This design comes from an exercise in tuning for small area on the open sky130 flow, not from production work. In this exercise RTL edits were held to simulation tests only and were not proved equivalent to the original. No activity file was given, so power comes from the tool's default toggle rates.

File: config.mk
export PLATFORM = sky130hd
export DESIGN_NAME = video_frontend
export DESIGN_NICKNAME = video_frontend
export VERILOG_FILES = /design/flow/design.v
export SDC_FILE = /design/flow/constraint.sdc
export NUM_CORES = 4
export LEC_CHECK = 0
export ABC_AREA = 1
export CAP_MARGIN = 20
export CORE_MARGIN = 2
export CORE_UTILIZATION = 65
export SLEW_MARGIN = 20
File: constraint.sdc
create_clock -name core_clock -period 7.0 [get_ports {PCLK_i}]
set_input_delay 1.4000 -clock core_clock [delete_from_list [all_inputs] [get_ports {PCLK_i}]]
set_output_delay 1.4000 -clock core_clock [all_outputs]
set_load 0.01 [all_outputs]
File: design.v
`timescale 1ns/10ps
`default_nettype none
module sync_regen (
    input  wire        PCLK_i,
    input  wire        rst_i,
    input  wire        hs_i,
    input  wire        vs_i,
    input  wire        hs_pol_i,
    input  wire        vs_pol_i,
    input  wire [63:0] timing_cfg_i,
    output wire [25:0] sync_o
);
    wire [7:0]  cfg_h_synclen   = timing_cfg_i[63:56];
    wire [8:0]  cfg_h_backporch = timing_cfg_i[55:47];
    wire [11:0] cfg_h_active    = timing_cfg_i[46:35];
    wire [3:0]  cfg_v_synclen   = timing_cfg_i[34:31];
    wire [8:0]  cfg_v_backporch = timing_cfg_i[30:22];
    wire [10:0] cfg_v_active    = timing_cfg_i[21:11];
    wire [10:0] cfg_v_sof_line  = timing_cfg_i[10:0];
    reg         hs_act_q, vs_act_q, line_pend;
    reg  [11:0] h_cnt;
    reg  [10:0] v_cnt;
    reg         hsync_q, vsync_q, de_q, sof_q;
    reg  [10:0] xpos_q, ypos_q;
    wire hs_act = hs_i ~^ hs_pol_i;
    wire vs_act = vs_i ~^ vs_pol_i;
    wire h_edge = hs_act_q & ~hs_act;
    wire v_edge = vs_act_q & ~vs_act;
    function [12:0] rsub;    
        input [12:0] a;
        input [12:0] b;
        integer k;
        reg br;
        begin
            br = 1'b0;
            for (k = 0; k < 13; k = k + 1) begin
                rsub[k] = a[k] ^ b[k] ^ br;
                br = (~a[k] & b[k]) | (~(a[k] ^ b[k]) & br);
            end
        end
    endfunction
    function [12:0] radd;    
        input [12:0] a;
        input [12:0] b;
        integer k;
        reg cy;
        begin
            cy = 1'b0;
            for (k = 0; k < 13; k = k + 1) begin
                radd[k] = a[k] ^ b[k] ^ cy;
                cy = (a[k] & b[k]) | ((a[k] ^ b[k]) & cy);
            end
        end
    endfunction
    wire [12:0] h_start = radd({5'd0, cfg_h_synclen}, {4'd0, cfg_h_backporch});
    wire [12:0] v_start = radd({9'd0, cfg_v_synclen}, {4'd0, cfg_v_backporch});
    wire [12:0] x_d = rsub({1'b0, h_cnt}, h_start);
    wire [12:0] y_full = rsub({2'b0, v_cnt}, v_start);
    wire [11:0] y_d = {y_full[12], y_full[10:0]};
    function lt_maj;
        input [11:0] a;
        input [11:0] b;
        integer k;
        reg br;
        begin
            br = 1'b0;
            for (k = 0; k < 12; k = k + 1) begin
                br = (~a[k] & b[k]) | (~a[k] & br) | (b[k] & br);
            end
            lt_maj = br;
        end
    endfunction
    wire h_in = ~x_d[12] & lt_maj(x_d[11:0], cfg_h_active);
    wire v_in = ~y_d[11] & lt_maj({1'b0, y_d[10:0]}, {1'b0, cfg_v_active});
    genvar gi;
    wire [12:0] hc;
    wire [11:0] vc;
    wire [11:0] h_inc;
    wire [10:0] v_inc;
    assign hc[0] = 1'b1;
    assign vc[0] = 1'b1;
    generate
        for (gi = 0; gi < 12; gi = gi + 1) begin : g_hi
            assign h_inc[gi] = h_cnt[gi] ^ hc[gi];
            assign hc[gi+1]  = h_cnt[gi] & hc[gi];
        end
        for (gi = 0; gi < 11; gi = gi + 1) begin : g_vi
            assign v_inc[gi] = v_cnt[gi] ^ vc[gi];
            assign vc[gi+1]  = v_cnt[gi] & vc[gi];
        end
    endgenerate
    wire [10:0] v_next = line_pend ? 11'd1 : v_inc;
    always @(posedge PCLK_i) begin
        if (rst_i) begin
            hs_act_q  <= 1'b0;
            vs_act_q  <= 1'b0;
            h_cnt     <= 12'd0;
            v_cnt     <= 11'd0;
            line_pend <= 1'b0;
            hsync_q   <= 1'b0;
            vsync_q   <= 1'b0;
            de_q      <= 1'b0;
            sof_q     <= 1'b0;
        end else begin
            hs_act_q <= hs_act;
            vs_act_q <= vs_act;
            de_q     <= h_in & v_in;
            if (h_edge) begin
                h_cnt   <= 12'd0;
                hsync_q <= 1'b0;
                v_cnt   <= v_next;
                sof_q   <= (v_next == cfg_v_sof_line);
                if (line_pend) begin
                    vsync_q <= 1'b0;
                end else if (v_inc == {7'd0, cfg_v_synclen}) begin
                    vsync_q <= 1'b1;
                end
            end else begin
                h_cnt <= h_inc;
                if (h_inc == {4'd0, cfg_h_synclen}) begin
                    hsync_q <= 1'b1;
                end
            end
            if (v_edge) begin
                line_pend <= 1'b1;
            end else if (h_edge) begin
                line_pend <= 1'b0;
            end
        end
    end
    always @(posedge PCLK_i) begin
        xpos_q <= x_d[10:0];
        ypos_q <= y_d[10:0];
    end
    reg [3:0]  c1_q, c2_q, c3_q, c4_q;
    reg [21:0] p1_q, p2_q, p3_q, p4_q;
    always @(posedge PCLK_i) begin
        if (rst_i) begin
            c1_q <= 4'd0;
            c2_q <= 4'd0;
            c3_q <= 4'd0;
            c4_q <= 4'd0;
        end else begin
            c1_q <= {hsync_q, vsync_q, de_q, sof_q};
            c2_q <= c1_q;
            c3_q <= c2_q;
            c4_q <= c3_q;
        end
        p1_q <= {xpos_q, ypos_q};
        p2_q <= p1_q;
        p3_q <= p2_q;
        p4_q <= p3_q;
    end
    assign sync_o = {c4_q[3:1], p4_q, c4_q[0]};
endmodule
`default_nettype wire
`timescale 1ns/10ps
`default_nettype none
module csc_ycbcr_rgb (
    input  wire        PCLK_i,
    input  wire        rst_i,
    input  wire        csc_en_i,
    input  wire        csc_mode_i,
    input  wire [23:0] video_i,
    output reg  [23:0] video_o
);
    reg  [23:0] d1_q, d2_q, d3_q, d4_q;
    reg         mode_q;
    wire [9:0]  r_s, g_s, b_s;
    wire [9:0] lc;
    reg  [9:0] lc_q;
    csc_lowc u_lowc (
        .p  (d3_q),
        .m  (mode_q),
        .lc (lc)
    );
    csc_conv u_conv (
        .p   (d4_q),
        .m   (mode_q),
        .lc  (lc_q),
        .r_s (r_s),
        .g_s (g_s),
        .b_s (b_s)
    );
    function [7:0] clamp8;
        input [9:0] s;
        begin
            clamp8 = s[9] ? 8'd0 : s[8] ? 8'd255 : s[7:0];
        end
    endfunction
    always @(posedge PCLK_i) begin
        d1_q   <= video_i;
        d2_q   <= d1_q;
        d3_q   <= d2_q;
        d4_q   <= d3_q;
        mode_q <= csc_mode_i;
        lc_q   <= lc;
        if (rst_i) begin
            video_o <= 24'd0;
        end else if (csc_en_i) begin
            video_o <= {clamp8(r_s), clamp8(g_s), clamp8(b_s)};
        end else begin
            video_o <= d4_q;
        end
    end
endmodule
module csc_lowc (
    input  wire [23:0] p,
    input  wire        m,
    output wire [9:0]  lc
);
    wire t0 = p[16] & ~m;
    wire t1 = p[17] & ~m;
    wire t2 = p[18] & ~m;
    wire t3 = p[19] & m;
    wire t4 = p[19] & ~m;
    wire t5 = p[19] ^ m;
    wire t6 = p[20] ^ m;
    wire t7 = p[20] & ~m;
    wire t8 = p[21] ^ m;
    wire t9 = p[21] & ~m;
    wire t10 = p[22] & ~m;
    wire t11 = p[22] & m;
    wire t12 = p[22] ^ m;
    wire t13 = p[23] ^ m;
    wire t14 = p[23] & ~m;
    wire t15 = p[23] & m;
    wire t16 = ~m;
    wire t17 = p[20] ^ p[21];
    wire t18 = t17 ^ t16;
    wire t19 = (p[20] & p[21]) | (t17 & t16);
    wire t20 = t13 & ~t18;
    wire t21 = ~t19;
    wire t22 = p[16] ^ t3;
    wire t23 = t22 ^ t21;
    wire t24 = (p[16] & t3) | (t22 & t21);
    wire t25 = t23 & ~t20;
    wire t26 = ~t6;
    wire t27 = p[17] ^ t26;
    wire t28 = t27 ^ t14;
    wire t29 = (p[17] & t26) | (t27 & t14);
    wire t30 = t28 ^ t20;
    wire t31 = t30 ^ t24;
    wire t32 = (t28 & t20) | (t30 & t24);
    wire t33 = t31 & ~t25;
    wire t34 = ~p[18];
    wire t35 = t34 ^ t0;
    wire t36 = t35 ^ t8;
    wire t37 = (t34 & t0) | (t35 & t8);
    wire t38 = ~t36;
    wire t39 = t29 ^ t38;
    wire t40 = t39 ^ t25;
    wire t41 = (t29 & t38) | (t39 & t25);
    wire t42 = (t32 & t33) | (t32 & t40) | (t33 & t40);
    wire t43 = t1 ^ t4;
    wire t44 = t43 ^ t10;
    wire t45 = (t1 & t4) | (t43 & t10);
    wire t46 = ~t41;
    wire t47 = t44 ^ t37;
    wire t48 = t47 ^ t46;
    wire t49 = (t44 & t37) | (t47 & t46);
    wire t50 = t42 | t48;
    wire t51 = t2 ^ t5;
    wire t52 = t51 ^ t7;
    wire t53 = (t2 & t5) | (t51 & t7);
    wire t54 = p[16] ^ m;
    wire t55 = t54 ^ t11;
    wire t56 = (p[16] & m) | (t54 & t11);
    wire t57 = t14 ^ t45;
    wire t58 = t57 ^ t52;
    wire t59 = (t14 & t45) | (t57 & t52);
    wire t60 = ~t58;
    wire t61 = t55 ^ t60;
    wire t62 = t61 ^ t42;
    wire t63 = (t55 & t60) | (t61 & t42);
    wire t64 = ~t62;
    wire t65 = (t49 & t50) | (t49 & t64) | (t50 & t64);
    wire t66 = ~t56;
    wire t67 = t53 ^ t66;
    wire t68 = t67 ^ t59;
    wire t69 = (t53 & t66) | (t67 & t59);
    wire t70 = ~t63;
    wire t71 = t68 ^ t70;
    wire t72 = t71 ^ t65;
    wire t73 = (t68 & t70) | (t71 & t65);
    wire t74 = t69 | t73;
    wire t75 = t69 ^ t73;
    wire t76 = p[0] ^ m;
    wire t77 = p[1] & m;
    wire t78 = p[1] & ~m;
    wire t79 = p[2] ^ m;
    wire t80 = p[3] & ~m;
    wire t81 = p[3] ^ m;
    wire t82 = p[4] & ~m;
    wire t83 = p[4] ^ m;
    wire t84 = p[5] & m;
    wire t85 = p[5] & ~m;
    wire t86 = p[5] ^ m;
    wire t87 = p[6] & m;
    wire t88 = p[6] & ~m;
    wire t89 = p[6] ^ m;
    wire t90 = p[7] & m;
    wire t91 = p[7] & ~m;
    wire t92 = p[7] ^ m;
    wire t93 = ~p[7];
    wire t94 = p[4] ^ t93;
    wire t95 = t94 ^ m;
    wire t96 = (p[4] & t93) | (t94 & m);
    wire t97 = ~t79;
    wire t98 = t97 ^ t84;
    wire t99 = t98 ^ t87;
    wire t100 = (t97 & t84) | (t98 & t87);
    wire t101 = t95 & t99;
    wire t102 = ~t76;
    wire t103 = m ^ t102;
    wire t104 = t103 ^ t96;
    wire t105 = (m & t102) | (t103 & t96);
    wire t106 = (t100 & t101) | (t100 & t104) | (t101 & t104);
    wire t107 = ~t77;
    wire t108 = m ^ t107;
    wire t109 = t108 ^ t90;
    wire t110 = (m & t107) | (t108 & t90);
    wire t111 = (t109 & t105) | (t109 & t106) | (t105 & t106);
    wire t112 = p[0] ^ p[1];
    wire t113 = t112 ^ t79;
    wire t114 = (p[0] & p[1]) | (t112 & t79);
    wire t115 = ~t110;
    wire t116 = t80 ^ t113;
    wire t117 = t116 ^ t115;
    wire t118 = (t80 & t113) | (t116 & t115);
    wire t119 = t117 | t111;
    wire t120 = t78 ^ t81;
    wire t121 = t120 ^ t82;
    wire t122 = (t78 & t81) | (t120 & t82);
    wire t123 = ~m;
    wire t124 = t123 ^ t114;
    wire t125 = t124 ^ t121;
    wire t126 = (t123 & t114) | (t124 & t121);
    wire t127 = ~t111;
    wire t128 = t118 ^ t125;
    wire t129 = t128 ^ t127;
    wire t130 = (t118 & t125) | (t128 & t127);
    wire t131 = t119 | t129;
    wire t132 = t122 ^ t126;
    wire t133 = t132 ^ t130;
    wire t134 = (t122 & t126) | (t132 & t130);
    wire t135 = t131 | t133;
    wire t136 = t131 ^ t133;
    wire t137 = t134 | t135;
    wire t138 = t134 ^ t135;
    wire t139 = m & ~p[22];
    wire t140 = p[18] & ~t139;
    wire t141 = p[16] ^ p[17];
    wire t142 = t141 ^ p[19];
    wire t143 = (p[16] & p[17]) | (t141 & p[19]);
    wire t144 = ~m;
    wire t145 = p[20] ^ p[21];
    wire t146 = t145 ^ t144;
    wire t147 = (p[20] & p[21]) | (t145 & t144);
    wire t148 = ~t13;
    wire t149 = t12 ^ t148;
    wire t150 = t149 ^ t139;
    wire t151 = (t12 & t148) | (t149 & t139);
    wire t152 = t140 ^ t142;
    wire t153 = t152 ^ t146;
    wire t154 = (t140 & t142) | (t152 & t146);
    wire t155 = t150 & t153;
    wire t156 = ~m;
    wire t157 = p[18] ^ t156;
    wire t158 = t157 ^ t9;
    wire t159 = (p[18] & t156) | (t157 & t9);
    wire t160 = t143 ^ t147;
    wire t161 = t160 ^ t158;
    wire t162 = (t143 & t147) | (t160 & t158);
    wire t163 = t151 ^ t154;
    wire t164 = t163 ^ t161;
    wire t165 = (t151 & t154) | (t163 & t161);
    wire t166 = t155 & t164;
    wire t167 = p[19] ^ p[22];
    wire t168 = t167 ^ p[23];
    wire t169 = (p[19] & p[22]) | (t167 & p[23]);
    wire t170 = ~t0;
    wire t171 = t170 ^ t168;
    wire t172 = t171 ^ t159;
    wire t173 = (t170 & t168) | (t171 & t159);
    wire t174 = t162 ^ t172;
    wire t175 = t174 ^ t165;
    wire t176 = (t162 & t172) | (t174 & t165);
    wire t177 = t175 & ~t166;
    wire t178 = ~p[20];
    wire t179 = p[16] ^ t178;
    wire t180 = t179 ^ m;
    wire t181 = (p[16] & t178) | (t179 & m);
    wire t182 = ~t1;
    wire t183 = t182 ^ t14;
    wire t184 = t183 ^ t169;
    wire t185 = (t182 & t14) | (t183 & t169);
    wire t186 = ~t180;
    wire t187 = t186 ^ t184;
    wire t188 = t187 ^ t173;
    wire t189 = (t186 & t184) | (t187 & t173);
    wire t190 = t188 ^ t166;
    wire t191 = t190 ^ t176;
    wire t192 = (t188 & t166) | (t190 & t176);
    wire t193 = t177 & t191;
    wire t194 = ~t181;
    wire t195 = t194 ^ t185;
    wire t196 = t195 ^ t189;
    wire t197 = (t194 & t185) | (t195 & t189);
    wire t198 = t196 ^ t192;
    wire t199 = t198 ^ t193;
    wire t200 = (t196 & t192) | (t198 & t193);
    wire t201 = t197 & t200;
    wire t202 = t197 ^ t200;
    wire t203 = p[0] & m;
    wire t204 = p[2] & m;
    wire t205 = p[3] & m;
    wire t206 = p[4] & m;
    wire t207 = (p[0] & m) | (p[0] & t91) | (m & t91);
    wire t208 = ~t81;
    wire t209 = p[5] ^ t208;
    wire t210 = t209 ^ t87;
    wire t211 = (p[5] & t208) | (t209 & t87);
    wire t212 = t207 | t210;
    wire t213 = ~t88;
    wire t214 = p[1] ^ t83;
    wire t215 = t214 ^ t213;
    wire t216 = (p[1] & t83) | (t214 & t213);
    wire t217 = ~t211;
    wire t218 = (t217 & t215) | (t217 & t212) | (t215 & t212);
    wire t219 = p[2] ^ t203;
    wire t220 = t219 ^ t77;
    wire t221 = (p[2] & t203) | (t219 & t77);
    wire t222 = t81 ^ t84;
    wire t223 = t222 ^ t220;
    wire t224 = (t81 & t84) | (t222 & t220);
    wire t225 = ~t212;
    wire t226 = t216 ^ t225;
    wire t227 = t226 ^ t223;
    wire t228 = (t216 & t225) | (t226 & t223);
    wire t229 = t227 & ~t218;
    wire t230 = p[0] ^ m;
    wire t231 = t230 ^ t86;
    wire t232 = (p[0] & m) | (t230 & t86);
    wire t233 = t204 ^ t83;
    wire t234 = t233 ^ t87;
    wire t235 = (t204 & t83) | (t233 & t87);
    wire t236 = ~t231;
    wire t237 = t221 ^ t236;
    wire t238 = t237 ^ t234;
    wire t239 = (t221 & t236) | (t237 & t234);
    wire t240 = t224 ^ t238;
    wire t241 = t240 ^ t218;
    wire t242 = (t224 & t238) | (t240 & t218);
    wire t243 = (t228 & t241) | (t228 & t229) | (t241 & t229);
    wire t244 = ~t90;
    wire t245 = p[1] ^ t89;
    wire t246 = t245 ^ t244;
    wire t247 = (p[1] & t89) | (t245 & t244);
    wire t248 = ~t235;
    wire t249 = t232 ^ t248;
    wire t250 = t249 ^ t246;
    wire t251 = (t232 & t248) | (t249 & t246);
    wire t252 = ~t250;
    wire t253 = t239 ^ t252;
    wire t254 = t253 ^ t242;
    wire t255 = (t239 & t252) | (t253 & t242);
    wire t256 = t243 & t254;
    wire t257 = ~t255;
    wire t258 = t247 ^ t251;
    wire t259 = t258 ^ t257;
    wire t260 = (t247 & t251) | (t258 & t257);
    wire t261 = t256 & ~t259;
    wire t262 = t256 ^ t259;
    wire t263 = t261 & ~t260;
    wire t264 = t261 ^ t260;
    assign lc = {t264, t262, t201, t202, t199, t138, t136, t74, t75, t72};
endmodule
module csc_conv (
    input  wire [23:0] p,
    input  wire        m,
    input  wire [9:0]  lc,
    output wire [9:0]  r_s,
    output wire [9:0]  g_s,
    output wire [9:0]  b_s
);
    wire t0 = p[20] ^ m;
    wire t1 = p[21] & ~m;
    wire t2 = p[21] ^ m;
    wire t3 = p[22] & ~m;
    wire t4 = p[22] ^ m;
    wire t5 = p[23] & m;
    wire t6 = p[23] & ~m;
    wire t7 = p[23] ^ m;
    wire t8 = p[8] ^ p[16];
    wire t9 = t8 ^ p[17];
    wire t10 = (p[8] & p[16]) | (t8 & p[17]);
    wire t11 = ~t5;
    wire t12 = lc[0] ^ t1;
    wire t13 = t12 ^ t11;
    wire t14 = (lc[0] & t1) | (t12 & t11);
    wire t15 = ~t13;
    wire t16 = t0 ^ t9;
    wire t17 = t16 ^ t15;
    wire t18 = (t0 & t9) | (t16 & t15);
    wire t19 = p[9] ^ p[17];
    wire t20 = t19 ^ p[18];
    wire t21 = (p[9] & p[17]) | (t19 & p[18]);
    wire t22 = m ^ t2;
    wire t23 = t22 ^ t3;
    wire t24 = (m & t2) | (t22 & t3);
    wire t25 = lc[1] ^ t10;
    wire t26 = t25 ^ t20;
    wire t27 = (lc[1] & t10) | (t25 & t20);
    wire t28 = t0 ^ t23;
    wire t29 = t28 ^ t14;
    wire t30 = (t0 & t23) | (t28 & t14);
    wire t31 = ~t29;
    wire t32 = t26 ^ t31;
    wire t33 = t32 ^ t18;
    wire t34 = (t26 & t31) | (t32 & t18);
    wire t35 = p[10] ^ p[18];
    wire t36 = t35 ^ p[19];
    wire t37 = (p[10] & p[18]) | (t35 & p[19]);
    wire t38 = lc[2] ^ t4;
    wire t39 = t38 ^ t6;
    wire t40 = (lc[2] & t4) | (t38 & t6);
    wire t41 = m ^ t21;
    wire t42 = t41 ^ t36;
    wire t43 = (m & t21) | (t41 & t36);
    wire t44 = ~t27;
    wire t45 = t24 ^ t39;
    wire t46 = t45 ^ t44;
    wire t47 = (t24 & t39) | (t45 & t44);
    wire t48 = ~t42;
    wire t49 = t48 ^ t30;
    wire t50 = t49 ^ t46;
    wire t51 = (t48 & t30) | (t49 & t46);
    wire t52 = t34 & ~t50;
    wire t53 = t34 ^ t50;
    wire t54 = p[11] ^ p[19];
    wire t55 = t54 ^ p[20];
    wire t56 = (p[11] & p[19]) | (t54 & p[20]);
    wire t57 = m ^ t37;
    wire t58 = t57 ^ t55;
    wire t59 = (m & t37) | (t57 & t55);
    wire t60 = ~t43;
    wire t61 = t7 ^ t40;
    wire t62 = t61 ^ t60;
    wire t63 = (t7 & t40) | (t61 & t60);
    wire t64 = ~t58;
    wire t65 = t64 ^ t47;
    wire t66 = t65 ^ t62;
    wire t67 = (t64 & t47) | (t65 & t62);
    wire t68 = ~t52;
    wire t69 = t51 ^ t66;
    wire t70 = t69 ^ t68;
    wire t71 = (t51 & t66) | (t69 & t68);
    wire t72 = p[12] ^ p[20];
    wire t73 = t72 ^ p[21];
    wire t74 = (p[12] & p[20]) | (t72 & p[21]);
    wire t75 = ~m;
    wire t76 = t75 ^ t56;
    wire t77 = t76 ^ t73;
    wire t78 = (t75 & t56) | (t76 & t73);
    wire t79 = ~t63;
    wire t80 = t59 ^ t77;
    wire t81 = t80 ^ t79;
    wire t82 = (t59 & t77) | (t80 & t79);
    wire t83 = ~t81;
    wire t84 = t83 ^ t67;
    wire t85 = t84 ^ t71;
    wire t86 = (t83 & t67) | (t84 & t71);
    wire t87 = p[13] ^ p[21];
    wire t88 = t87 ^ p[22];
    wire t89 = (p[13] & p[21]) | (t87 & p[22]);
    wire t90 = t74 ^ t88;
    wire t91 = t90 ^ t78;
    wire t92 = (t74 & t88) | (t90 & t78);
    wire t93 = t91 ^ t82;
    wire t94 = t93 ^ t86;
    wire t95 = (t91 & t82) | (t93 & t86);
    wire t96 = p[14] ^ p[22];
    wire t97 = t96 ^ p[23];
    wire t98 = (p[14] & p[22]) | (t96 & p[23]);
    wire t99 = t89 ^ t97;
    wire t100 = t99 ^ t92;
    wire t101 = (t89 & t97) | (t99 & t92);
    wire t102 = ~t86;
    wire t103 = t100 ^ t102;
    wire t104 = t103 ^ t95;
    wire t105 = (t100 & t102) | (t103 & t95);
    wire t106 = p[15] ^ p[23];
    wire t107 = t106 ^ t98;
    wire t108 = (p[15] & p[23]) | (t106 & t98);
    wire t109 = t107 ^ t101;
    wire t110 = t109 ^ t105;
    wire t111 = (t107 & t101) | (t109 & t105);
    wire t112 = t108 & ~t111;
    wire t113 = t108 ^ t111;
    wire t114 = t111 & ~t112;
    wire t115 = t111 ^ t112;
    wire t116 = p[4] ^ m;
    wire t117 = p[5] & ~m;
    wire t118 = p[5] ^ m;
    wire t119 = p[6] & ~m;
    wire t120 = p[6] ^ m;
    wire t121 = p[7] & ~m;
    wire t122 = p[7] ^ m;
    wire t123 = p[18] & ~m;
    wire t124 = p[19] & ~m;
    wire t125 = p[20] & ~m;
    wire t126 = p[8] ^ lc[3];
    wire t127 = t126 ^ p[21];
    wire t128 = (p[8] & lc[3]) | (t126 & p[21]);
    wire t129 = ~lc[5];
    wire t130 = p[2] ^ p[17];
    wire t131 = t130 ^ t129;
    wire t132 = (p[2] & p[17]) | (t130 & t129);
    wire t133 = ~t116;
    wire t134 = t117 ^ t123;
    wire t135 = t134 ^ t133;
    wire t136 = (t117 & t123) | (t134 & t133);
    wire t137 = ~t127;
    wire t138 = t137 ^ t131;
    wire t139 = t138 ^ t135;
    wire t140 = (t137 & t131) | (t138 & t135);
    wire t141 = p[9] ^ lc[4];
    wire t142 = t141 ^ p[22];
    wire t143 = (p[9] & lc[4]) | (t141 & p[22]);
    wire t144 = ~lc[6];
    wire t145 = p[3] ^ p[18];
    wire t146 = t145 ^ t144;
    wire t147 = (p[3] & p[18]) | (t145 & t144);
    wire t148 = t118 ^ t119;
    wire t149 = t148 ^ t124;
    wire t150 = (t118 & t119) | (t148 & t124);
    wire t151 = t116 ^ t132;
    wire t152 = t151 ^ t146;
    wire t153 = (t116 & t132) | (t151 & t146);
    wire t154 = ~t149;
    wire t155 = t128 ^ t142;
    wire t156 = t155 ^ t154;
    wire t157 = (t128 & t142) | (t155 & t154);
    wire t158 = t136 ^ t152;
    wire t159 = t158 ^ t140;
    wire t160 = (t136 & t152) | (t158 & t140);
    wire t161 = t156 & ~t159;
    wire t162 = t156 ^ t159;
    wire t163 = p[10] ^ p[23];
    wire t164 = t163 ^ lc[7];
    wire t165 = (p[10] & p[23]) | (t163 & lc[7]);
    wire t166 = ~m;
    wire t167 = p[4] ^ p[19];
    wire t168 = t167 ^ t166;
    wire t169 = (p[4] & p[19]) | (t167 & t166);
    wire t170 = t120 ^ t121;
    wire t171 = t170 ^ t125;
    wire t172 = (t120 & t121) | (t170 & t125);
    wire t173 = ~t147;
    wire t174 = t143 ^ t164;
    wire t175 = t174 ^ t173;
    wire t176 = (t143 & t164) | (t174 & t173);
    wire t177 = t168 ^ t150;
    wire t178 = t177 ^ t171;
    wire t179 = (t168 & t150) | (t177 & t171);
    wire t180 = ~t175;
    wire t181 = t153 ^ t180;
    wire t182 = t181 ^ t178;
    wire t183 = (t153 & t180) | (t181 & t178);
    wire t184 = ~t157;
    wire t185 = t184 ^ t160;
    wire t186 = t185 ^ t182;
    wire t187 = (t184 & t160) | (t185 & t182);
    wire t188 = t161 & ~t186;
    wire t189 = t161 ^ t186;
    wire t190 = ~p[11];
    wire t191 = t190 ^ p[5];
    wire t192 = t191 ^ p[20];
    wire t193 = (t190 & p[5]) | (t191 & p[20]);
    wire t194 = ~m;
    wire t195 = t194 ^ t122;
    wire t196 = t195 ^ t1;
    wire t197 = (t194 & t122) | (t195 & t1);
    wire t198 = t169 ^ t192;
    wire t199 = t198 ^ t172;
    wire t200 = (t169 & t192) | (t198 & t172);
    wire t201 = ~t196;
    wire t202 = t165 ^ t201;
    wire t203 = t202 ^ t176;
    wire t204 = (t165 & t201) | (t202 & t176);
    wire t205 = ~t203;
    wire t206 = t179 ^ t199;
    wire t207 = t206 ^ t205;
    wire t208 = (t179 & t199) | (t206 & t205);
    wire t209 = t183 ^ t207;
    wire t210 = t209 ^ t187;
    wire t211 = (t183 & t207) | (t209 & t187);
    wire t212 = t188 & ~t210;
    wire t213 = t188 ^ t210;
    wire t214 = p[6] ^ p[21];
    wire t215 = t214 ^ m;
    wire t216 = (p[6] & p[21]) | (t214 & m);
    wire t217 = t3 ^ t215;
    wire t218 = t217 ^ t193;
    wire t219 = (t3 & t215) | (t217 & t193);
    wire t220 = t197 ^ t218;
    wire t221 = t220 ^ t200;
    wire t222 = (t197 & t218) | (t220 & t200);
    wire t223 = ~t221;
    wire t224 = p[12] ^ t204;
    wire t225 = t224 ^ t223;
    wire t226 = (p[12] & t204) | (t224 & t223);
    wire t227 = ~t225;
    wire t228 = t208 ^ t227;
    wire t229 = t228 ^ t211;
    wire t230 = (t208 & t227) | (t228 & t211);
    wire t231 = t212 & ~t229;
    wire t232 = t212 ^ t229;
    wire t233 = p[7] ^ p[22];
    wire t234 = t233 ^ m;
    wire t235 = (p[7] & p[22]) | (t233 & m);
    wire t236 = t6 ^ t216;
    wire t237 = t236 ^ t234;
    wire t238 = (t6 & t216) | (t236 & t234);
    wire t239 = ~p[13];
    wire t240 = t239 ^ t219;
    wire t241 = t240 ^ t237;
    wire t242 = (t239 & t219) | (t240 & t237);
    wire t243 = ~t226;
    wire t244 = t222 ^ t241;
    wire t245 = t244 ^ t243;
    wire t246 = (t222 & t241) | (t244 & t243);
    wire t247 = ~t231;
    wire t248 = t245 ^ t230;
    wire t249 = t248 ^ t247;
    wire t250 = (t245 & t230) | (t248 & t247);
    wire t251 = ~p[14];
    wire t252 = t251 ^ p[23];
    wire t253 = t252 ^ t235;
    wire t254 = (t251 & p[23]) | (t252 & t235);
    wire t255 = t238 ^ t253;
    wire t256 = t255 ^ t242;
    wire t257 = (t238 & t253) | (t255 & t242);
    wire t258 = ~t250;
    wire t259 = t256 ^ t246;
    wire t260 = t259 ^ t258;
    wire t261 = (t256 & t246) | (t259 & t258);
    wire t262 = ~p[15];
    wire t263 = t262 ^ t254;
    wire t264 = t263 ^ t257;
    wire t265 = (t262 & t254) | (t263 & t257);
    wire t266 = t264 ^ t250;
    wire t267 = t266 ^ t261;
    wire t268 = (t264 & t250) | (t266 & t261);
    wire t269 = t268 & ~t265;
    wire t270 = t268 ^ t265;
    wire t271 = t268 | t269;
    wire t272 = t268 ^ t269;
    wire t273 = p[3] & m;
    wire t274 = p[4] & m;
    wire t275 = p[2] ^ p[5];
    wire t276 = t275 ^ lc[8];
    wire t277 = (p[2] & p[5]) | (t275 & lc[8]);
    wire t278 = p[8] ^ m;
    wire t279 = t278 ^ t273;
    wire t280 = (p[8] & m) | (t278 & t273);
    wire t281 = ~t279;
    wire t282 = t122 ^ t276;
    wire t283 = t282 ^ t281;
    wire t284 = (t122 & t276) | (t282 & t281);
    wire t285 = p[3] ^ p[6];
    wire t286 = t285 ^ lc[9];
    wire t287 = (p[3] & p[6]) | (t285 & lc[9]);
    wire t288 = ~m;
    wire t289 = p[9] ^ p[0];
    wire t290 = t289 ^ t288;
    wire t291 = (p[9] & p[0]) | (t289 & t288);
    wire t292 = t117 ^ t277;
    wire t293 = t292 ^ t286;
    wire t294 = (t117 & t277) | (t292 & t286);
    wire t295 = t274 ^ t290;
    wire t296 = t295 ^ t280;
    wire t297 = (t274 & t290) | (t295 & t280);
    wire t298 = ~t296;
    wire t299 = t293 ^ t298;
    wire t300 = t299 ^ t284;
    wire t301 = (t293 & t298) | (t299 & t284);
    wire t302 = p[4] ^ p[5];
    wire t303 = t302 ^ p[7];
    wire t304 = (p[4] & p[5]) | (t302 & p[7]);
    wire t305 = ~t119;
    wire t306 = p[10] ^ p[1];
    wire t307 = t306 ^ t305;
    wire t308 = (p[10] & p[1]) | (t306 & t305);
    wire t309 = ~t291;
    wire t310 = t287 ^ t303;
    wire t311 = t310 ^ t309;
    wire t312 = (t287 & t303) | (t310 & t309);
    wire t313 = ~t294;
    wire t314 = t307 ^ t313;
    wire t315 = t314 ^ t297;
    wire t316 = (t307 & t313) | (t314 & t297);
    wire t317 = ~t315;
    wire t318 = t311 ^ t317;
    wire t319 = t318 ^ t301;
    wire t320 = (t311 & t317) | (t318 & t301);
    wire t321 = p[11] ^ p[2];
    wire t322 = t321 ^ m;
    wire t323 = (p[11] & p[2]) | (t321 & m);
    wire t324 = p[6] ^ t121;
    wire t325 = t324 ^ t304;
    wire t326 = (p[6] & t121) | (t324 & t304);
    wire t327 = ~t325;
    wire t328 = t322 ^ t308;
    wire t329 = t328 ^ t327;
    wire t330 = (t322 & t308) | (t328 & t327);
    wire t331 = ~t312;
    wire t332 = t331 ^ t329;
    wire t333 = t332 ^ t316;
    wire t334 = (t331 & t329) | (t332 & t316);
    wire t335 = t333 & ~t320;
    wire t336 = t333 ^ t320;
    wire t337 = p[12] ^ p[3];
    wire t338 = t337 ^ m;
    wire t339 = (p[12] & p[3]) | (t337 & m);
    wire t340 = ~p[7];
    wire t341 = t340 ^ t323;
    wire t342 = t341 ^ t338;
    wire t343 = (t340 & t323) | (t341 & t338);
    wire t344 = ~t326;
    wire t345 = t344 ^ t342;
    wire t346 = t345 ^ t330;
    wire t347 = (t344 & t342) | (t345 & t330);
    wire t348 = t346 ^ t334;
    wire t349 = t348 ^ t335;
    wire t350 = (t346 & t334) | (t348 & t335);
    wire t351 = ~m;
    wire t352 = p[13] ^ p[4];
    wire t353 = t352 ^ t351;
    wire t354 = (p[13] & p[4]) | (t352 & t351);
    wire t355 = t339 ^ t353;
    wire t356 = t355 ^ t343;
    wire t357 = (t339 & t353) | (t355 & t343);
    wire t358 = t356 ^ t347;
    wire t359 = t358 ^ t350;
    wire t360 = (t356 & t347) | (t358 & t350);
    wire t361 = p[14] ^ p[5];
    wire t362 = t361 ^ t354;
    wire t363 = (p[14] & p[5]) | (t361 & t354);
    wire t364 = ~t360;
    wire t365 = t362 ^ t357;
    wire t366 = t365 ^ t364;
    wire t367 = (t362 & t357) | (t365 & t364);
    wire t368 = p[15] ^ p[6];
    wire t369 = t368 ^ t363;
    wire t370 = (p[15] & p[6]) | (t368 & t363);
    wire t371 = ~t367;
    wire t372 = t369 ^ t360;
    wire t373 = t372 ^ t371;
    wire t374 = (t369 & t360) | (t372 & t371);
    wire t375 = p[7] ^ t370;
    wire t376 = t375 ^ t367;
    wire t377 = (p[7] & t370) | (t375 & t367);
    wire t378 = t376 & t374;
    wire t379 = t376 ^ t374;
    wire t380 = t377 & ~t378;
    wire t381 = t377 ^ t378;
    assign r_s = {~t115, ~t113, t110, t104, t94, ~t85, ~t70, ~t53, t33, t17};
    assign g_s = {t272, ~t270, ~t267, ~t260, ~t249, ~t232, ~t213, ~t189, ~t162, ~t139};
    assign b_s = {~t381, t379, t373, t366, t359, t349, ~t336, ~t319, ~t300, ~t283};
endmodule
`default_nettype wire
`timescale 1ns/10ps
`default_nettype none
module video_frontend (
    input  wire        PCLK_i,
    input  wire        rst_i,
    input  wire [23:0] video_i,
    input  wire        hs_i,
    input  wire        vs_i,
    input  wire        hs_pol_i,
    input  wire        vs_pol_i,
    input  wire [63:0] timing_cfg_i,
    input  wire        csc_en_i,
    input  wire        csc_mode_i,
    output wire [23:0] video_o,
    output wire [25:0] sync_o
);
    sync_regen u_sync_regen (
        .PCLK_i       (PCLK_i),
        .rst_i        (rst_i),
        .hs_i         (hs_i),
        .vs_i         (vs_i),
        .hs_pol_i     (hs_pol_i),
        .vs_pol_i     (vs_pol_i),
        .timing_cfg_i (timing_cfg_i),
        .sync_o       (sync_o)
    );
    csc_ycbcr_rgb u_csc (
        .PCLK_i     (PCLK_i),
        .rst_i      (rst_i),
        .csc_en_i   (csc_en_i),
        .csc_mode_i (csc_mode_i),
        .video_i    (video_i),
        .video_o    (video_o)
    );
endmodule
`default_nettype wire
File: flow/run.sh
#!/bin/bash
# Layout flow: the standard ORFS flow with these changes
#  1. after the standard synthesis, flow/flipfa.py removes inverters around full-adder
#     cells (a full adder is self-dual, so complemented inputs give complemented outputs),
#     then flow/resyn.py re-maps the plain gates with ABC (flow/area_map.abc, area-only
#     mapping), keeping the adders and all flip-flops; flow/iterate.py alternates the two
#     for five rounds and keeps the smallest netlist (registers and names are untouched)
#     the result is used only if flow/eqcheck.sh proves it equal to the standard netlist
#  2. the port buffers use the smallest buffer cell
#  3. clock tree synthesis arguments from flow/cts_args (if present)
set -euo pipefail
export BUFFER_PORTS_ARGS="-buffer_cell sky130_fd_sc_hd__buf_1"
if [[ -f flow/cts_args ]]; then
  export CTS_ARGS="$(cat flow/cts_args)"
fi
R=orfs/results/$FLOW_PLATFORM/video_frontend/base
LG=orfs/logs/$FLOW_PLATFORM/video_frontend/base
bash standard.sh synth > synth.log 2>&1
cp $R/1_2_yosys.v $R/1_2_yosys_std.v
LIB=$(ls $FLOW_HOME/platforms/$FLOW_PLATFORM/lib/sky130_fd_sc_hd__tt_025C_1v80.lib)
SCRIPT=$PWD/flow/area_map.abc
DU=$(grep -o "\-dont_use [A-Za-z0-9_]*" $LG/1_2_yosys.log | awk '{print $2}' | sort -u | tr '\n' ' ')
python3 flow/iterate.py $R/1_2_yosys_std.v $R/1_2_yosys_new.v $LIB $SCRIPT resyn_work 5 $DU > iterate.log 2>&1
# keep the new netlist only if it is proven equal to the standard one (flip-flops paired)
if bash flow/eqcheck.sh $R/1_2_yosys_std.v $R/1_2_yosys_new.v eqcheck_work $LIB; then
  echo "equivalence proven, using the re-mapped netlist" > eqcheck.log
  cp $R/1_2_yosys_new.v $R/1_2_yosys.v
else
  echo "equivalence not proven, using the standard netlist" > eqcheck.log
fi
rm -f $R/1_synth.odb $R/1_synth.sdc
bash standard.sh > layout.log 2>&1
File: flow/area_map.abc
strash; dch -f; map -a; topo; strash; dch -f; map -a; topo
File: flow/cts_args
-sink_clustering_enable -repair_clock_nets -buf_list {sky130_fd_sc_hd__clkbuf_4 sky130_fd_sc_hd__clkbuf_8} -sink_clustering_size 16 -sink_clustering_max_diameter 50 -dont_use_dummy_load
File: flow/cut.py
import re, sys
s = re.sub(r"\(\*.*?\*\)", "", open(sys.argv[1]).read())
ren = {}; dnets = {}
ffs = list(re.finditer(r'\n\s*(sky130_fd_sc_hd__df\w+)\s+(\S+)\s*\((.*?)\);', s, re.S))
for m in ffs:
    inst = re.sub(r'[^A-Za-z0-9_]', '_', m.group(2).lstrip('\\'))
    pins = dict((a, b.strip()) for a, b in re.findall(r'\.(\w+)\(\s*(.*?)\s*\)', m.group(3)))
    ren[pins['Q']] = 'ffq_' + inst
    dnets['ffd_' + inst] = pins['D']
for m in reversed(ffs):
    s = s[:m.start()] + s[m.end():]
s = re.sub(r'\(\s*(\\\S+\s|[\w$]+(?:\s*\[\d+\])?)\s*\)', lambda mm: ('(' + ren[mm.group(1).strip()] + ')') if mm.group(1).strip() in ren else mm.group(0), s)
def fixd(n): return ren.get(n, n)
# module header: add ports
hdr = re.search(r'module\s+video_frontend\s*\((.*?)\);', s, re.S)
newports = list(ren.values()) + list(dnets)
s = s[:hdr.end(1)] + ', ' + ', '.join(newports) + s[hdr.end(1):]
k = s.find(');', s.find('module')) + 2
decl = ''.join(f'  input {v};\n' for v in ren.values()) + ''.join(f'  output {d};\n' for d in dnets)
s = s[:k] + '\n' + decl + s[k:]
e = s.rfind('endmodule')
s = s[:e] + ''.join(f'  assign {d} = {fixd(n)}{" " if fixd(n).startswith(chr(92)) else ""};\n' for d, n in dnets.items()) + s[e:]
open(sys.argv[2], 'w').write(s)
File: flow/eqcheck.sh
#!/bin/bash
# eqcheck.sh A.v B.v WORKDIR LIBERTY : combinational equivalence of two mapped netlists with
# the flip-flops cut (paired by instance name); exit 0 only when proven
A=$1; B=$2; T=$3; L=$4
mkdir -p $T
python3 flow/cut.py $A $T/a.v && python3 flow/cut.py $B $T/b.v || exit 2
cat > $T/e.ys <<EOS
read_liberty -ignore_miss_func $L
read_verilog $T/a.v
hierarchy -top video_frontend
flatten
rename video_frontend gold
design -stash g
read_liberty -ignore_miss_func $L
read_verilog $T/b.v
hierarchy -top video_frontend
flatten
rename video_frontend gate
design -copy-from g -as gold gold
miter -equiv -flatten -make_outputs gold gate m
hierarchy -top m
flatten
sat -verify -prove trigger 0 m
EOS
yosys -q -s $T/e.ys -l $T/e.log > /dev/null 2>&1
File: flow/flipfa.py
#!/usr/bin/env python3
"""Remove inverters around full-adder cells in a Yosys-written sky130 netlist.

A full adder is self-dual: FA(~a,~b,~c) = (~sum, ~carry).  Each fa cell may be
"flipped" (fed complemented inputs, its outputs then carry complemented values);
this script chooses the flips that minimise the number of inverters, removes all
inverters and rebuilds one inverter per signal that still needs its complement.
usage: flipfa.py IN.v OUT.v
"""
import re, sys, random

INV = re.compile(r'^sky130_fd_sc_hd__(inv|clkinv)_\d+$')
FA = re.compile(r'^sky130_fd_sc_hd__fa_\d+$')
OUTPINS = {'X', 'Y', 'Q', 'Q_N', 'SUM', 'COUT', 'HI', 'LO'}

def esc(net):
    return net + ' ' if net.startswith('\\') else net

def parse(text):
    # split into header (up to first cell), cells, trailer (assigns, endmodule)
    cells = []
    pat = re.compile(r'\n(\s*)(sky130_fd_sc_hd__\w+)\s+(\S+)\s*\((.*?)\);', re.S)
    pos = 0; pieces = []
    for m in pat.finditer(text):
        pieces.append(text[pos:m.start()])
        pins = []
        for pm in re.finditer(r'\.(\w+)\s*\(\s*(.*?)\s*\)\s*(?:,|$)', m.group(4).strip(), re.S):
            pins.append([pm.group(1), pm.group(2)])
        cells.append({'type': m.group(2), 'name': m.group(3), 'pins': pins, 'idx': len(pieces)})
        pieces.append(None)
        pos = m.end()
    pieces.append(text[pos:])
    return pieces, cells

def main(inp, out):
    text = open(inp).read()
    pieces, cells = parse(text)
    ports = set()
    for m in re.finditer(r'^\s*(input|output|inout)\s+(\[[^\]]*\]\s*)?(\S+?)\s*;', text, re.M):
        ports.add(m.group(3))
    def is_port(net):
        base = net.split('[')[0].strip()
        return base in ports or net in ports
    # also nets used in assign statements are kept untouched
    assign_nets = set()
    for m in re.finditer(r'^\s*assign\s+(.*?);', pieces[-1] + ''.join(p for p in pieces if p), re.M | re.S):
        for t in re.findall(r'(\\\S+|[A-Za-z_][\w$]*(?:\s*\[\d+\])?)', m.group(1)):
            assign_nets.add(t.strip())
    inv_of = {}      # inverter output net -> input net
    inv_cells = []
    for c in cells:
        if INV.match(c['type']):
            d = dict(c['pins'])
            a, y = d['A'], d['Y']
            if is_port(y) or y in assign_nets or a.startswith("1'"):
                continue
            inv_of[y] = a; inv_cells.append(c)
    removed = {c['name'] for c in inv_cells}
    def root(net):
        p = 0
        while net in inv_of:
            net = inv_of[net]; p ^= 1
        return net, p
    fa_cells = [c for c in cells if FA.match(c['type'])]
    fa_out = {}      # net -> fa index (driver)
    for i, c in enumerate(fa_cells):
        for pn, net in c['pins']:
            if pn in ('SUM', 'COUT'):
                fa_out[net] = i
    # consumer pins: (cell, pin index, signal root, polarity, fa index or None)
    uses = []
    for c in cells:
        if c['name'] in removed:
            continue
        fi = fa_cells.index(c) if FA.match(c['type']) else None
        for k, (pn, net) in enumerate(c['pins']):
            if pn in OUTPINS:
                continue
            r, p = root(net)
            uses.append((c, k, r, p, fi))
    # nets referenced by kept inverters / ports / assigns that are inverter outputs must survive
    keep_nets = set()
    for net in list(inv_of):
        if is_port(net) or net in assign_nets:
            keep_nets.add(net)
    nfa = len(fa_cells)
    flip = [0] * nfa
    by_sig = {}
    for u in uses:
        by_sig.setdefault(u[2], []).append(u)
    fa_sigs = [[] for _ in range(nfa)]
    for s, us in by_sig.items():
        if s in fa_out:
            fa_sigs[fa_out[s]].append(s)
        for u in us:
            if u[4] is not None:
                fa_sigs[u[4]].append(s)
    def need_inv(s):
        fs = flip[fa_out[s]] if s in fa_out else 0
        for (_, _, _, p, fi) in by_sig[s]:
            fc = flip[fi] if fi is not None else 0
            if p ^ fc ^ fs:
                return 1
        return 0
    def cost_of(sigs):
        return sum(need_inv(s) for s in set(sigs))
    total = sum(need_inv(s) for s in by_sig)
    start = total
    import math
    random.seed(1)
    best_total = total; best_flip = flip[:]
    T = 2.0
    steps = int(__import__("os").environ.get("FLIP_STEPS", "3000")) * max(nfa, 1)
    for step in range(steps):
        i = random.randrange(nfa) if nfa else 0
        if not nfa:
            break
        sig = set(fa_sigs[i])
        before = cost_of(sig)
        flip[i] ^= 1
        after = cost_of(sig)
        d = after - before
        if d <= 0 or random.random() < math.exp(-d / T):
            total += d
            if total < best_total:
                best_total = total; best_flip = flip[:]
        else:
            flip[i] ^= 1
        T = max(0.02, 2.0 * (1 - step / steps))
    flip[:] = best_flip; total = best_total
    improved = True
    while improved:
        improved = False
        for i in range(nfa):
            sig = set(fa_sigs[i])
            before = cost_of(sig)
            flip[i] ^= 1
            after = cost_of(sig)
            if after < before:
                total += after - before; improved = True
            else:
                flip[i] ^= 1
    # rebuild: assign physical nets
    newinv = {}
    lines_new = []
    cnt = [0]
    tag = 0
    while f"_fi{tag}_" in text:
        tag += 1
    tag = f"_fi{tag}_"
    def inv_net(s):
        if s not in newinv:
            cnt[0] += 1
            n = f"{tag}n{cnt[0]}_"
            newinv[s] = n
            lines_new.append(f"  sky130_fd_sc_hd__inv_1 {tag}c{cnt[0]}_ (\n    .A({esc(s)}),\n    .Y({n})\n  );")
        return newinv[s]
    for (c, k, s, p, fi) in uses:
        fs = flip[fa_out[s]] if s in fa_out else 0
        fc = flip[fi] if fi is not None else 0
        c['pins'][k][1] = inv_net(s) if (p ^ fc ^ fs) else s
    # a flipped FA's outputs keep their net names but now carry complemented values:
    # every use was rewritten above with that in mind.
    # rename the outputs of flipped adders (they now carry complemented values)
    ren = {}
    for i, c in enumerate(fa_cells):
        if flip[i]:
            for pn, net in c['pins']:
                if pn in ('SUM', 'COUT'):
                    ren[net] = (net + tag + 'f') if net.startswith('\\') else ('\\' + net + tag + 'f' if '[' in net else net + tag + 'f')
    for i, c in enumerate(fa_cells):
        if flip[i]:
            c['name'] = (c['name'] + tag + 'f') if c['name'].startswith('\\') else c['name'].rstrip('_') + tag + 'f_'
    for c in cells:
        for pin in c['pins']:
            if pin[1] in ren:
                pin[1] = ren[pin[1]]
    lines_new = [re.sub(r'\.A\((.*?) ?\),', lambda m: '.A(' + esc(ren.get(m.group(1), m.group(1))) + '),', l) for l in lines_new]
    newdecl = list(set(ren.values()))
    # emit
    outp = []
    for pc in pieces:
        if pc is not None:
            outp.append(pc)
    res = []
    ci = {c['idx']: c for c in cells}
    for i, pc in enumerate(pieces):
        if pc is not None:
            res.append(pc)
        else:
            c = ci[i]
            if c['name'] in removed:
                continue
            pins = ",\n".join(f"    .{pn}({esc(net)})" for pn, net in c['pins'])
            res.append(f"\n  {c['type']} {c['name']} (\n{pins}\n  );")
    body = ''.join(res)
    # declare new wires and add new cells before endmodule
    decl = ''.join(f"  wire {n};\n" for n in newinv.values()) + ''.join(f"  wire {esc(n)};\n" for n in newdecl)
    k = body.rfind('endmodule')
    body = body[:k] + decl + "\n".join(lines_new) + "\n" + body[k:]
    open(out, 'w').write(body)
    sys.stderr.write(f"flipfa: {len(inv_cells)} inverters removed, {len(newinv)} added, "
                     f"{sum(flip)} of {nfa} full adders flipped (model {start} -> {total})\n")

if __name__ == '__main__':
    main(sys.argv[1], sys.argv[2])
File: flow/iterate.py
#!/usr/bin/env python3
"""Alternate flipfa.py (inverters around full adders) and resyn.py (ABC re-mapping of the
plain gates) for a few rounds and keep the smallest netlist.
usage: iterate.py IN.v OUT.v LIBERTY ABC_SCRIPT WORKDIR ROUNDS [dont_use cells...]"""
import re, subprocess, sys, os, shutil
inp, out, lib, script, wd, rounds = sys.argv[1:7]
dont = sys.argv[7:]
here = os.path.dirname(os.path.abspath(__file__))
os.makedirs(wd, exist_ok=True)
text = open(lib).read()
area = {}
parts = re.split(r'\n\s*cell\s*\(\s*"?(\w+)"?\s*\)', text)
for i in range(1, len(parts), 2):
    a = re.search(r'area\s*:\s*([\d.]+)', parts[i + 1])
    if a:
        area[parts[i]] = float(a.group(1))
def cell_area(f):
    s = open(f).read()
    return sum(area.get(c, 0.0) for c in re.findall(r'^\s*(sky130_\w+)\s+\S+\s*\(', s, re.M))
cur = os.path.join(wd, 'r0.v')
subprocess.run([sys.executable, os.path.join(here, 'flipfa.py'), inp, cur], check=True)
best, best_area = cur, cell_area(cur)
print(f"round 0 (flip): area {best_area:.1f}", flush=True)
for k in range(1, int(rounds) + 1):
    rs = os.path.join(wd, f'rs{k}.v')
    r = subprocess.run([sys.executable, os.path.join(here, 'resyn.py'), cur, rs, lib, script,
                        os.path.join(wd, f'w{k}')] + dont)
    if r.returncode != 0:
        print(f"round {k}: resyn failed ({r.returncode}), stopping", flush=True)
        break
    fl = os.path.join(wd, f'r{k}.v')
    subprocess.run([sys.executable, os.path.join(here, 'flipfa.py'), rs, fl], check=True)
    a = cell_area(fl)
    print(f"round {k}: area {a:.1f}", flush=True)
    if a < best_area:
        best, best_area = fl, a
    cur = fl
shutil.copy(best, out)
print(f"kept {best} area {best_area:.1f}")
File: flow/libfuncs.py
#!/usr/bin/env python3
"""Write a Yosys techmap file giving the boolean function of each single-output
combinational sky130 cell named on the command line (read from the liberty file)."""
import re, sys
lib = open(sys.argv[1]).read()
cells = set(sys.argv[3:])
out = []
parts = re.split(r'\n\s*cell\s*\(\s*"?(\w+)"?\s*\)', lib)
for i in range(1, len(parts), 2):
    name, body = parts[i], parts[i + 1]
    if name not in cells:
        continue
    pins = re.findall(r'pin\s*\(\s*"?(\w+)"?\s*\)\s*\{(.*?)\n\s*\}', body, re.S)
    ins, outs = [], []
    for pn, pb in pins:
        d = re.search(r'direction\s*:\s*"?(\w+)"?', pb)
        if not d:
            continue
        if d.group(1) == 'input':
            ins.append(pn)
        elif d.group(1) == 'output':
            f = re.search(r'function\s*:\s*"([^"]*)"', pb)
            outs.append((pn, f.group(1) if f else None))
    if len(outs) != 1 or outs[0][1] is None:
        continue
    o, f = outs[0]
    e = f.replace('!', '~').replace('*', '&').replace('+', '|')
    e = re.sub(r'\)\s*\(', ') & (', e)
    e = re.sub(r'(\w)\s+(\w)', r'\1 & \2', e)
    e = re.sub(r'(\w)\s+(\w)', r'\1 & \2', e)
    e = re.sub(r'(\w)\s*\(', r'\1 & (', e)
    e = re.sub(r'\)\s*(\w)', r') & \1', e)
    out.append(f"module {name} ({', '.join(ins + [o])});\n" +
               ''.join(f"  input {x};\n" for x in ins) + f"  output {o};\n  assign {o} = {e};\nendmodule\n")
open(sys.argv[2], 'w').write('\n'.join(out))
File: flow/resyn.py
#!/usr/bin/env python3
"""Re-map the simple gates of a mapped sky130 netlist with ABC, keeping full adders,
half adders, flip-flops, tie cells and buffers as they are.
usage: resyn.py IN.v OUT.v LIBERTY ABC_SCRIPT WORKDIR [dont_use cells...]"""
import re, subprocess, sys, os
inp, out, lib, script, wd = sys.argv[1:6]
dont = sys.argv[6:]
here = os.path.dirname(os.path.abspath(__file__))
text = open(inp).read()
types = sorted(set(re.findall(r'^\s*(sky130_fd_sc_hd__\w+)\s+\S+\s*\(', text, re.M)))
keep = re.compile(r'sky130_fd_sc_hd__(fa|ha|df|edf|sdf|conb|buf|clkbuf|dlx|dlygate|clkdly|sdlclk)')
soft = [t for t in types if not keep.match(t)]
os.makedirs(wd, exist_ok=True)
fmap = os.path.join(wd, 'cellfuncs.v')
subprocess.run([sys.executable, os.path.join(here, 'libfuncs.py'), lib, fmap] + soft, check=True)
constr = os.path.join(wd, 'abc.constr')
open(constr, 'w').write("set_driving_cell sky130_fd_sc_hd__buf_1\nset_load 5\n")
du = ' '.join(f'-dont_use {c}' for c in dont)
ys = f"""
read_liberty -lib {lib}
read_verilog {inp}
hierarchy -top video_frontend
techmap -map {fmap}
techmap
opt -fast
abc -script {script} -liberty {lib} {du} -constr {constr} -D 7000
opt_clean -purge
hilomap -singleton -hicell sky130_fd_sc_hd__conb_1 HI -locell sky130_fd_sc_hd__conb_1 LO
splitnets
opt_clean -purge
write_verilog -noattr -nohex -nodec {out}
"""
open(os.path.join(wd, 'resyn.ys'), 'w').write(ys)
r = subprocess.run(['yosys', '-q', '-l', os.path.join(wd, 'resyn.log'), '-s', os.path.join(wd, 'resyn.ys')],
                   stdout=subprocess.DEVNULL, stderr=subprocess.STDOUT)
if r.returncode == 0 and re.search(r'^\s*assign\b', open(out).read(), re.M):
    sys.stderr.write('resyn: output not fully mapped\n')
    sys.exit(3)
sys.exit(r.returncode)
File: standard.sh
#!/bin/bash
# synth_recipe.tcl (not shown) runs the flow's synth.tcl, then flattens the netlist and writes it again
# the make line also repeats each setting of config.mk as NAME=value (left out here)
make -C /OpenROAD-flow-scripts/flow DESIGN_CONFIG=/design/flow/config.mk WORK_HOME=/design/flow/orfs CLKGATE_MAP_FILE= SYNTH_SCRIPT=/design/flow/synth_recipe.tcl "${@:-finish}"
==> summary.txt <==
## layout by cell type, fill, tap and decap left out, types with 2 or more instances in the layout
cell type,instances
a211oi_1,4
a21oi_1,31
a221oi_1,6
a22o_2,2
a22oi_1,10
buf_1,144
buf_4,3
clkbuf_8,26
dfxtp_1,287
fa_1,172
ha_1,72
inv_1,159
maj3_1,2
nand2_1,52
nand3_1,5
nand4_1,3
nor2_1,64
nor3_1,4
nor4_1,2
o2111ai_1,2
o21ai_0,35
o221ai_1,7
o22ai_1,13
xnor2_1,9
xor2_1,12
## worst max-delay path, cell delays in order
cell,delay [ns]
buf_1,0.11
ha_1,0.20
fa_1,0.38
fa_1,0.40
fa_1,0.49
inv_1,0.05
fa_1,0.45
fa_1,0.43
fa_1,0.43
fa_1,0.43
fa_1,0.43
fa_1,0.43
fa_1,0.40
inv_1,0.07
ha_1,0.15
ha_1,0.23
a22oi_1,0.19
a211oi_1,0.11
## routing by layer
metal | GRT usage | vias up | share of wire
li1 | - | 3359 | -
met1 | 0.3034 | 3375 | 0.44
met2 | 0.3738 | 157 | 0.48
met3 | 0.05197 | 42 | 0.058
met4 | 0.06895 | 0 | 0.026
met5 | 0 | - | 0
## flip-flops by register name, indices dropped and copies added, names as in the netlist, 10 cells and up
signal               count
u_csc.lc_q              10
u_sync_regen.p3_q       22
u_csc.d4_q              24
u_sync_regen.v_cnt      11
u_csc.d1_q              24
u_csc.d2_q              24
u_sync_regen.p4_q       22
u_csc.video_o           24
u_sync_regen.p1_q       22
u_sync_regen.h_cnt      12
u_sync_regen.xpos_q     11
u_csc.d3_q              24
u_sync_regen.p2_q       22
u_sync_regen.ypos_q     11
## per-stage QoR
stage / worst slack, ns / instance area, µm² / cells / utilization
6_report: 0.6425 / 13350 / 1368 / 0.7186
3_5_place_dp: 0.05460 / 12990 / 1342 / 0.6993
3_3_place_gp: 0.1497 / 12990 / 1342 / 0.6993
5_1_grt: 0.3983 / 13350 / 1368 / 0.7186
4_1_cts: 0.6444 / 13350 / 1368 / 0.7186
2_1_floorplan: 0.4315 / 12200 / 973 / -
## cell type report
cell class / count / area (µm²)
Inverter: 159 / 596.8
Sequential cell: 287 / 5746
Tap cell: 234 / 292.8
Multi-Input combinational cell: 514 / 5791
Timing Repair Buffer: 148 / 568.0
Fill cell: 1410 / 5229
Clock buffer: 26 / 357.8
## power by group
| group | leakage [nW] | internal [mW] | switching (mW) |
|---|---|---|---|
| clock network | 0.187 | 0.330 | 0.473 |
| logic | 3.21 | 0.704 | 0.881 |
| registers | 2.40 | 1.91 | 0.0909 |
| total | 5.79 | 2.94 | 1.44 |
## worst max path at each step
stage | slack, ns | start | to | cells after the start
6_report | 0.64 | timing_cfg_i[56] | u_sync_regen.de_q | 18
5_1_grt | 0.40 | timing_cfg_i[56] | u_sync_regen.de_q | 18
2_1_floorplan | 0.43 | timing_cfg_i[47] | u_sync_regen.de_q | 17
4_1_cts | 0.64 | timing_cfg_i[56] | u_sync_regen.de_q | 18
3_3_place_gp | 0.15 | timing_cfg_i[56] | u_sync_regen.de_q | 18
3_5_place_dp | 0.05 | timing_cfg_i[56] | u_sync_regen.de_q | 18
==> reports/results.txt <==
Avg Inst Size Synth - 12.54 µm²
Final setup viols - 0
Hold Slack - 0.2920 ns
Worst R2R End - u_csc.video_o[11]
Max Cap Violations - 0
Die Y - 141.0 µm
DIE AREA - 19880 µm²
First-pass GRT wire length - 35650 µm
Hold worst-path end - u_csc.d2_q[19]
Number of global-route vias before repair - 7434
Crit end category - flip-flop
Num rows - 50
Mapped Nets - 1313
Syn. warnings - 2
Period utilization - 0.9082
Fmax - 0.1573 GHz
Worst-path clk slew - 0.09 ns
PwrDens - 328.6 nW/µm²
Root Driver - clkbuf_8
Clock sinks - 287
Core area - 18580 µm²
DRT iter0 DRCs - 252
CP Data Required Time - 7.42 ns
Die width - 141.0 µm
Worst endpoint data arrival time - 6.77 ns
Setup Buffers After CTS - 0
Worst Max-Slew Pin Slew - 0.8137 ns
Total CTS buffers - 26
Vias - 6933
Slew Viols, Final - 0
Largest net degree at the start of global routing - 47
Boundary Pins - 146
# diodes - 0
Hold path cells - 0
Initial antenna violation count - 0
Rel. slew slack - 0.4518
Final hold violation count - 0
Congestion Overflow GR - 0
Cells after Synth - 973
# DRC - 0
Post-Syn Area - 12200 µm²
Post_cts resized - 0
Vias per cell - 5.068
CTS Buffer Depth - 3
Outcome - complete, no violations
Worst skew pair latency - 0.55 ns
Worst reg-to-reg path cell count - 19
Proportion of layout cells with a drive suffix above 1 - 0.03086
R2R Path Start - u_csc.mode_q
Initial Util - 0.6566
Critical path class - input port to flip-flop
Detailed Routing Iterations Pass 1 - 4
CTS tree - yes
R2R setup slack - 1.05 ns
Power Total - 4.388 mW
# nets final - 1476
Final setup skew - 0.04744 ns
HP Class - flip-flop to flip-flop
Gr usage total - 0.2265
Final HPWL DP - 16620 µm
Maximum VDD drop - 247.4 µV
Hold wc startpoint - u_csc.d1_q[19]
Port-buffer cells - 145
RSZ-0062 raised after global routing - false
Antenna Nets Post-Route - 0
Fin Setup TNS - 0 ns
Post-Route WL - 20830 µm
Leakage Power - 5.794 nW
Crit path max fanout - 3
Area delta synth->final - 9.435%
Average wire per standard cell - 15.23 µm
H-tree depth - 1
Setup crit start kind - input port
Minimum clock period after layout - 6.358 ns
# hold bufs at CTS - 0
Placer Congestion - 0.8731

==> what the ideal ports hide <==
The results above use ideal ports. As a check the final layout listed here was re-extracted and re-timed, cells and wires unchanged.
Step 1 sets driving cells, clkbuf_16 on the clock port and buf_2 on the other inputs (assumed; they add their load-dependent delay and slew).
Step 2 times the ports against the registers' clock, not the clock port: input delays grow and output delays shrink by t, the midpoint of the rising clock arrivals with the driver on.
Three values: ideal, step 1, step 2; two values: the first two.
t (ns): 0.563
setup WS [ns]: 0.642 / 0.662 / 0.099
latest minus earliest clock arrival (ns): 0.048 / 0.048
slew at the worst register clock pin (ns): 0.09 / 0.09
After both steps setup and hold are still met in this run. The setup slack of this run moves by +0.020 ns with the drivers and by -0.543 ns with both steps.
